What follows belongs to an exercise in optimizing a design on an open flow for small area and a short achievable clock period; a production flow would make more cautious choices.
In this exercise RTL edits were held to simulation tests only and were not proved equivalent to the original.
Power figures rest on the tool's default switching activity, not on a simulated workload.

File: run.sh
#!/bin/bash
# synth_recipe.tcl (not shown) runs the flow's synth.tcl, then flattens the netlist and writes it again
# the make line also repeats each setting of config.mk as NAME=value (left out here)
make -C /OpenROAD-flow-scripts/flow DESIGN_CONFIG=/design/flow/config.mk WORK_HOME=/design/flow/orfs CLKGATE_MAP_FILE= SYNTH_SCRIPT=/design/flow/synth_recipe.tcl finish
File: config.mk
export PLATFORM = sky130hd
export DESIGN_NAME = riscv_ex_mem_wb
export DESIGN_NICKNAME = riscv_ex_mem_wb
export VERILOG_FILES = /design/flow/design.v
export SDC_FILE = /design/flow/constraint.sdc
export NUM_CORES = 4
export LEC_CHECK = 0
export CAP_MARGIN = 20
export CORE_MARGIN = 2
export CORE_UTILIZATION = 40
export SLEW_MARGIN = 20
File: constraint.sdc
create_clock -name core_clock -period 7.2 [get_ports {clk}]
set_input_delay 1.4400 -clock core_clock [delete_from_list [all_inputs] [get_ports {clk}]]
set_output_delay 1.4400 -clock core_clock [all_outputs]
set_load 0.01 [all_outputs]
File: design.v
module riscv_ex_mem_wb #(
   parameter int DMEM_WORDS = 64
) (
   input  logic        clk,
   input  logic        reset,
   input  logic [31:0] PC_ID,
   input  logic [31:0] IMM_ID,
   input  logic [31:0] REG_DATA1_ID,
   input  logic [31:0] REG_DATA2_ID,
   input  logic [2:0]  FUNCT3_ID,
   input  logic [6:0]  FUNCT7_ID,
   input  logic [6:0]  OPCODE_ID,
   input  logic [4:0]  RD_ID,
   input  logic [4:0]  RS1_ID,
   input  logic [4:0]  RS2_ID,
   output logic        IF_ID_write,
   output logic        PC_write,
   output logic        PCSrc,
   output logic [31:0] PC_Branch,
   output logic        RegWrite_WB,
   output logic [31:0] ALU_DATA_WB,
   output logic [4:0]  RD_WB
);
   localparam int AW = $clog2(DMEM_WORDS);
   localparam logic [6:0] OP_R  = 7'b0110011;
   localparam logic [6:0] OP_I  = 7'b0010011;
   localparam logic [6:0] OP_LW = 7'b0000011;
   localparam logic [6:0] OP_SW = 7'b0100011;
   localparam logic [6:0] OP_BR = 7'b1100011;
   typedef enum logic [2:0] {
      ALU_ADD, ALU_SUB, ALU_AND, ALU_OR, ALU_XOR, ALU_SLT, ALU_SLL, ALU_SRL
   } alu_op_t;
   alu_op_t     id_alu;
   logic        id_wr, id_ld, id_st, id_br, id_bne, id_imm_sel, uses_rs2;
   logic [31:0] id_a, id_b;
   logic        load_use, stall, load_id, squash;
   logic        idex_valid, idex_wr, idex_ld, idex_st, idex_br, idex_bne, idex_imm_sel;
   alu_op_t     idex_alu;
   logic [31:0] idex_pc, idex_imm, idex_a, idex_b;
   logic [4:0]  idex_rd, idex_rs1, idex_rs2;
   logic [31:0] fwd_a, fwd_b, alu_b, alu_res;
   logic        taken;
   logic        exmem_valid, exmem_wr, exmem_ld, exmem_st, exmem_taken;
   logic [31:0] exmem_alu, exmem_store, exmem_target;
   logic [4:0]  exmem_rd;
   logic [31:0]   dmem [DMEM_WORDS];
   logic [AW-1:0] mem_addr;
   logic [31:0]   load_data;
   logic          memwb_valid, memwb_wr;
   logic [31:0]   memwb_data;
   logic [4:0]    memwb_rd;
   always_comb begin
      id_alu     = ALU_ADD;
      id_wr      = 1'b0;
      id_ld      = 1'b0;
      id_st      = 1'b0;
      id_br      = 1'b0;
      id_bne     = 1'b0;
      id_imm_sel = 1'b0;
      case (OPCODE_ID)
         OP_R: begin
            id_wr = 1'b1;
            case (FUNCT3_ID)
               3'b000:  id_alu = (FUNCT7_ID == 7'b0100000) ? ALU_SUB : ALU_ADD;
               3'b111:  id_alu = ALU_AND;
               3'b110:  id_alu = ALU_OR;
               3'b100:  id_alu = ALU_XOR;
               3'b010:  id_alu = ALU_SLT;
               3'b001:  id_alu = ALU_SLL;
               3'b101:  id_alu = ALU_SRL;
               default: id_wr  = 1'b0;
            endcase
         end
         OP_I: begin
            id_wr      = 1'b1;
            id_imm_sel = 1'b1;
            case (FUNCT3_ID)
               3'b000:  id_alu = ALU_ADD;
               3'b111:  id_alu = ALU_AND;
               3'b110:  id_alu = ALU_OR;
               3'b100:  id_alu = ALU_XOR;
               3'b010:  id_alu = ALU_SLT;
               default: id_wr  = 1'b0;
            endcase
         end
         OP_LW: begin
            if (FUNCT3_ID == 3'b010) begin
               id_wr      = 1'b1;
               id_ld      = 1'b1;
               id_imm_sel = 1'b1;
            end
         end
         OP_SW: begin
            if (FUNCT3_ID == 3'b010) begin
               id_st      = 1'b1;
               id_imm_sel = 1'b1;
            end
         end
         OP_BR: begin
            case (FUNCT3_ID)
               3'b000:  id_br = 1'b1;
               3'b001:  begin id_br = 1'b1; id_bne = 1'b1; end
               default: id_br = 1'b0;
            endcase
         end
         default: id_wr = 1'b0;
      endcase
   end
   always_comb begin
      uses_rs2    = (OPCODE_ID == OP_R) || (OPCODE_ID == OP_SW) || (OPCODE_ID == OP_BR);
      load_use    = idex_valid && idex_ld && (idex_rd != 5'd0) &&
                    ((idex_rd == RS1_ID) || (uses_rs2 && (idex_rd == RS2_ID)));
      stall       = load_use && !PCSrc && !squash;
      load_id     = !(PCSrc || squash || stall);
      IF_ID_write = !stall;
      PC_write    = !stall;
      id_a        = (RegWrite_WB && (RD_WB == RS1_ID)) ? ALU_DATA_WB : REG_DATA1_ID;
      id_b        = (RegWrite_WB && (RD_WB == RS2_ID)) ? ALU_DATA_WB : REG_DATA2_ID;
   end
   always_ff @(posedge clk or negedge reset) begin
      if (!reset) begin
         idex_valid <= 1'b0; idex_wr <= 1'b0; idex_ld <= 1'b0; idex_st <= 1'b0;
         idex_br <= 1'b0; idex_bne <= 1'b0; idex_imm_sel <= 1'b0; idex_alu <= ALU_ADD;
         idex_pc <= '0; idex_imm <= '0; idex_a <= '0; idex_b <= '0;
         idex_rd <= '0; idex_rs1 <= '0; idex_rs2 <= '0;
         squash <= 1'b0;
      end else begin
         idex_valid   <= load_id;
         idex_wr      <= load_id && id_wr;
         idex_ld      <= load_id && id_ld;
         idex_st      <= load_id && id_st;
         idex_br      <= load_id && id_br;
         idex_bne     <= id_bne;
         idex_imm_sel <= id_imm_sel;
         idex_alu     <= id_alu;
         idex_pc      <= PC_ID;
         idex_imm     <= IMM_ID;
         idex_a       <= id_a;
         idex_b       <= id_b;
         idex_rd      <= RD_ID;
         idex_rs1     <= RS1_ID;
         idex_rs2     <= RS2_ID;
         squash       <= PCSrc;
      end
   end
   always_comb begin
      fwd_a = idex_a;
      if (idex_rs1 != 5'd0 && exmem_valid && exmem_wr && !exmem_ld && exmem_rd == idex_rs1)
         fwd_a = exmem_alu;
      else if (idex_rs1 != 5'd0 && RegWrite_WB && RD_WB == idex_rs1)
         fwd_a = ALU_DATA_WB;
      fwd_b = idex_b;
      if (idex_rs2 != 5'd0 && exmem_valid && exmem_wr && !exmem_ld && exmem_rd == idex_rs2)
         fwd_b = exmem_alu;
      else if (idex_rs2 != 5'd0 && RegWrite_WB && RD_WB == idex_rs2)
         fwd_b = ALU_DATA_WB;
      alu_b = idex_imm_sel ? idex_imm : fwd_b;
      case (idex_alu)
         ALU_ADD: alu_res = fwd_a + alu_b;
         ALU_SUB: alu_res = fwd_a - alu_b;
         ALU_AND: alu_res = fwd_a & alu_b;
         ALU_OR:  alu_res = fwd_a | alu_b;
         ALU_XOR: alu_res = fwd_a ^ alu_b;
         ALU_SLT: alu_res = {31'd0, $signed(fwd_a) < $signed(alu_b)};
         ALU_SLL: alu_res = fwd_a << alu_b[4:0];
         ALU_SRL: alu_res = fwd_a >> alu_b[4:0];
         default: alu_res = '0;
      endcase
      taken = idex_br && (idex_bne ? (fwd_a != fwd_b) : (fwd_a == fwd_b));
   end
   always_ff @(posedge clk or negedge reset) begin
      if (!reset) begin
         exmem_valid <= 1'b0; exmem_wr <= 1'b0; exmem_ld <= 1'b0; exmem_st <= 1'b0;
         exmem_taken <= 1'b0; exmem_alu <= '0; exmem_store <= '0; exmem_rd <= '0;
         exmem_target <= '0;
      end else begin
         exmem_valid <= idex_valid && !PCSrc;
         exmem_wr    <= idex_valid && !PCSrc && idex_wr;
         exmem_ld    <= idex_valid && !PCSrc && idex_ld;
         exmem_st    <= idex_valid && !PCSrc && idex_st;
         exmem_taken <= idex_valid && !PCSrc && taken;
         exmem_alu   <= alu_res;
         exmem_store <= fwd_b;
         exmem_rd    <= idex_rd;
         if (idex_valid && !PCSrc && taken)
            exmem_target <= idex_pc + idex_imm;
      end
   end
   assign PCSrc     = exmem_valid && exmem_taken;
   assign PC_Branch = exmem_target;
   assign mem_addr  = exmem_alu[AW+1:2];
   assign load_data = dmem[mem_addr];
   always_ff @(posedge clk or negedge reset) begin
      if (!reset) begin
         for (int i = 0; i < DMEM_WORDS; i++) dmem[i] <= '0;
      end else if (exmem_valid && exmem_st) begin
         dmem[mem_addr] <= exmem_store;
      end
   end
   always_ff @(posedge clk or negedge reset) begin
      if (!reset) begin
         memwb_valid <= 1'b0; memwb_wr <= 1'b0; memwb_data <= '0; memwb_rd <= '0;
      end else begin
         memwb_valid <= exmem_valid;
         memwb_wr    <= exmem_valid && exmem_wr;
         memwb_data  <= exmem_ld ? load_data : exmem_alu;
         memwb_rd    <= exmem_rd;
      end
   end
   assign RegWrite_WB = memwb_valid && memwb_wr && (memwb_rd != 5'd0);
   assign ALU_DATA_WB = memwb_data;
   assign RD_WB       = memwb_rd;
endmodule
==> summary.txt <==
Synth
  • Unique cell type count in the Yosys netlist: 96
  • Yosys warnings: 2
  • Yosys reg bits: 2347
  • Gate Count Post-Synth: ~8600
  • Seq/Total Area, Yosys: a little over half
  • Most used DFF post-synth: dfrtp_1
  • Post-synth top area cell: dfrtp_1
  • Top cells by area, synth: dfrtp_1 (54%), mux2_2 (23%), a22oi_1 (6.1%), clkbuf_1 (1.8%), ha_1 (1.5%)
  • Asr flop ratio synth: 100.0%
  • EDFF count, synth: 0
  • Mapped Avg Cell Area: between 10 and 15 µm²
  • Mapped cell area: 109100 µm²
  • Post-Syn Nets: 8880
  • Top cell type's share of synthesized area: 53.85%

Global routing
  • Initial antenna violation count: 41
  • Total grt overflow: 0
  • Gr usage total: a little over a third
  • Vias in the first global route: 82219
  • First-pass GRT wire length: ~700000 µm
  • Largest net degree at the start of global routing: 192

Worst setup path
  • FF-to-FF End: exmem_alu[28]
  • Worst Path Arrival: 7550 ps
  • R2r setup slk: ~450 ps
  • Crit path kind: reg -> reg
  • R2r startpoint: memwb_rd[3]
  • Slowest cell delay on critical path: 800 ps
  • Crit path top cell by count: o21ai_0
  • R2r worst-path depth: 18
  • Element type at the critical path end: register
  • Worst endpoint required time: 8000 ps
  • CP Launch Type: register
  • Worst Setup SP: memwb_rd[3]
  • Sequence of cells on the critical path: xnor2_1 > nor3b_1 > nand3_4 > o221ai_2 > ha_1 > nor2b_1 > o21ai_0 > a21oi_1 > o21ai_0 > a31oi_1 > a211o_1 > a21oi_1 > o21ai_0 > buf_4 > a211oi_1 > o21ai_0 > xnor2_1 > a221o_1
  • CP max stage cell: a211oi_1
  • Max FO, Critical Path: 16

Power
  • Combinational share of power: 8.4%
  • Sequential share of power: 44.7%
  • Psw: 8.325 mW
  • Clk pwr share: 46.9%
  • Power Internal: 22.52 mW
  • Worst IR Drop VDD: 0.2465 mV
  • Power Dens Cells: between 200 and 250 nW/µm²
  • Lkg Pwr: 60.63 nW
  • Switching fraction of total power: 26.99%

Detailed routing
  • Remaining antenna violation count: 0
  • Drt first-iter violations: 12006
  • Via density: 6.754
  • DRT Pass-1 Iters: 6
  • Routed length per instance: 41.52 µm
  • Detailed Route WL: approximately 520000 µm
  • Remaining DRCs: 0
  • Routed via count: 84338

STA
  • Final slew viol count: 0
  • Total Neg Setup Slack: 0 ps
  • Tmin final: roughly 6800 ps
  • RSZ-0062 raised after global routing: no
  • Final worst-path cycle share: 93.76%
  • Worst-Margin Slew: 1290 ps
  • Fmax: around 150 MHz
  • Worst clock skew: 56.06 ps
  • Max_slew headroom: 13.76%
  • Final setup violation count: 0
  • Final Hold Viols: 0

Cells and area
  • Fillers: 24034
  • Most common cell after layout, fill and taps aside: dfrtp_1
  • Commonest cells after routing, fill and taps aside: dfrtp_1 (2317), mux2_2 (2212), a22oi_1 (890)
  • Post-Route Utilization: between 40% and 50%
  • NumNets Final: between 8000 and 9000
  • Area Overhead vs Synth: 15.81%
  • Fraction of layout cells with a size suffix above 1: 36.48%

CTS
  • CTS Buf Count: between 200 and 300
  • CTS tree: done
  • Clock sinks: around 2300
  • Clock root buffer: clkbuf_16
  • CTS Buffer Depth: 4
  • Reg clk slew, reported paths: 60 ps
  • Post-CTS Hold Buffers: 0
  • H-tree depth: 5
  • Post-CTS Setup Bufs: 0
  • Post-CTS Resized: 0
  • Skew-Pair Late Insertion Delay: 940 ps

Die
  • # rows: 191
  • Ports: 235
  • Total die area: about 280000 µm²
  • Die width: ~530 µm
  • Initial Util: roughly 40%
  • Core area: 271000 µm²
  • Chip Height: 526.2 µm

Placed design
  • I/O Buffers: 234
  • Dpl hpwl: 323100 µm
  • Placer Congestion: 0.9958

Worst hold path
  • Worst Hold Class: in -> async

Run status
  • Status: complete, no violations

Flow run
  • Max_cap viols: 0
-- critical path, delay by kind of cell (launching register included) --
family	cells	cell delay (ps)
AOI/OAI and AO/OA	11	3880
and+or+nand+nor	3	1250
DFF	1	490
xor gates and xnor gates	2	410
adders and majority gates	1	400
buffers and inverters	1	150
-- worst max path at each step --
stage / cells after the start / slack (ps) / endpoint
after floorplan: 24 / 1640 / exmem_alu[28]
after global placement: 19 / 370 / exmem_alu[28]
after detailed placement: 18 / 410 / exmem_alu[28]
after CTS: 18 / 360 / exmem_alu[28]
after global routing: 18 / 280 / exmem_alu[28]
final: 18 / 450 / exmem_alu[28]
-- stage by stage --
stage	setup WS [ps]	area, µm²	instances	hold slack, ps	total power, mW
CTS	360.8	126100	12458	433.0	30.81
detailed placement	407.2	116900	11981	449.6	16.50
global route	276.2	126200	12461	434.5	31.50
global placement	373.2	116800	11979	447.9	16.50
finish	449.4	126300	12487	377.3	30.85
floorplan	1638	109100	8587	410.8	14.76
-- power groups by stage --
stage                     combinational, mW  clock [mW]  sequential (mW)
after floorplan                        1.08           0             13.7
after global placement                 2.51           0             14.0
after detailed placement               2.51           0             14.0
after CTS                              2.52        14.5             13.8
after global routing                   2.67        15.1             13.8
final                                  2.60        14.5             13.8
-- final cells by class --
cell class | count | area, µm² | share of cell area [%]
sequential | 2347 | 58800 | 46.55
multi-input combinational | 5352 | 47790 | 37.84
clock buffer | 376 | 7634 | 6.044
timing repair buffer | 590 | 5493 | 4.349
tap | 3570 | 4467 | 3.537
clock inverter | 101 | 1583 | 1.253
inverter | 125 | 469.2 | 0.3715
antenna | 26 | 65.06 | 0.05151
-- Yosys cell counts, drive strengths merged (16+ instances only) --
| cell | instances |
|---|---|
| nand2 | 182 |
| a221oi | 71 |
| mux2i | 131 |
| a211oi | 26 |
| mux2 | 2253 |
| o221ai | 26 |
| nor2 | 329 |
| a22o | 60 |
| a21oi | 250 |
| inv | 123 |
| o21ai | 122 |
| xor2 | 51 |
| buf | 246 |
| nand3 | 104 |
| dfrtp | 2347 |
| nor4 | 68 |
| a21o | 28 |
| ha | 128 |
| or4 | 20 |
| o211ai | 32 |
| a31oi | 16 |
| xnor2 | 82 |
| nor3 | 68 |
| a22oi | 890 |
| nand4 | 215 |
| clkbuf | 517 |
-- registers in the layout (all words and copies together), names as in the netlist, 3 cells and up --
signal and cells:
dmem 2048, exmem_alu 32, exmem_rd 5, exmem_store 32, exmem_target 32, idex_a 32, idex_alu 3, idex_b 32
idex_imm 32, idex_pc 32, idex_rd 5, idex_rs1 5, idex_rs2 5, memwb_data 32, memwb_rd 5
-- logic make-up (layout without fill, tap and decap cells) --
logic type,Yosys count,count (layout),synth area share [%]
compound gates,1647,1647,10.95
simple gates,1057,1057,4.785
flops,2347,2347,53.85
buf+inv,888,1192,3.242
other cells,0,26,0
xor+xnor,133,133,1.085
mux,2384,2384,24.56
fa+ha+maj,131,131,1.524
-- routing by layer --
metal,vias up,global-route usage (%),share of wire (%)
met3,1712,10.23,12
met5,-,0,0.044
met4,34,22.05,7.3
met1,44444,48.48,39
li1,32095,-,-
met2,6053,53.32,42

-- re-timing with driven ports --
How much do the figures lean on ideal ports? The routed layout below was timed once more, with nothing changed but the port constraints.
Step 1, drivers: a clkbuf_16 drives clk and a buf_2 each remaining input, both assumed.
Step 2, shift: input delay + t, output delay - t, t = (earliest + latest rising clock arrival at the registers) / 2. This alone moves slack from input paths to output paths.
a / b / c = no drivers / after step 1 / after step 2; a / b = the first two.
t (ns): 1.008
setup WS [ns]: 0.449 / 0.449 / 0.449
worst setup path at the end: register to register
worst slew at a driven data input, ns: 0.11
pins driven straight from the clock port: 1
After both steps this run still meets setup and hold. The setup slack of this run moves by 0.000 ns with the drivers and by 0.000 ns with both steps.
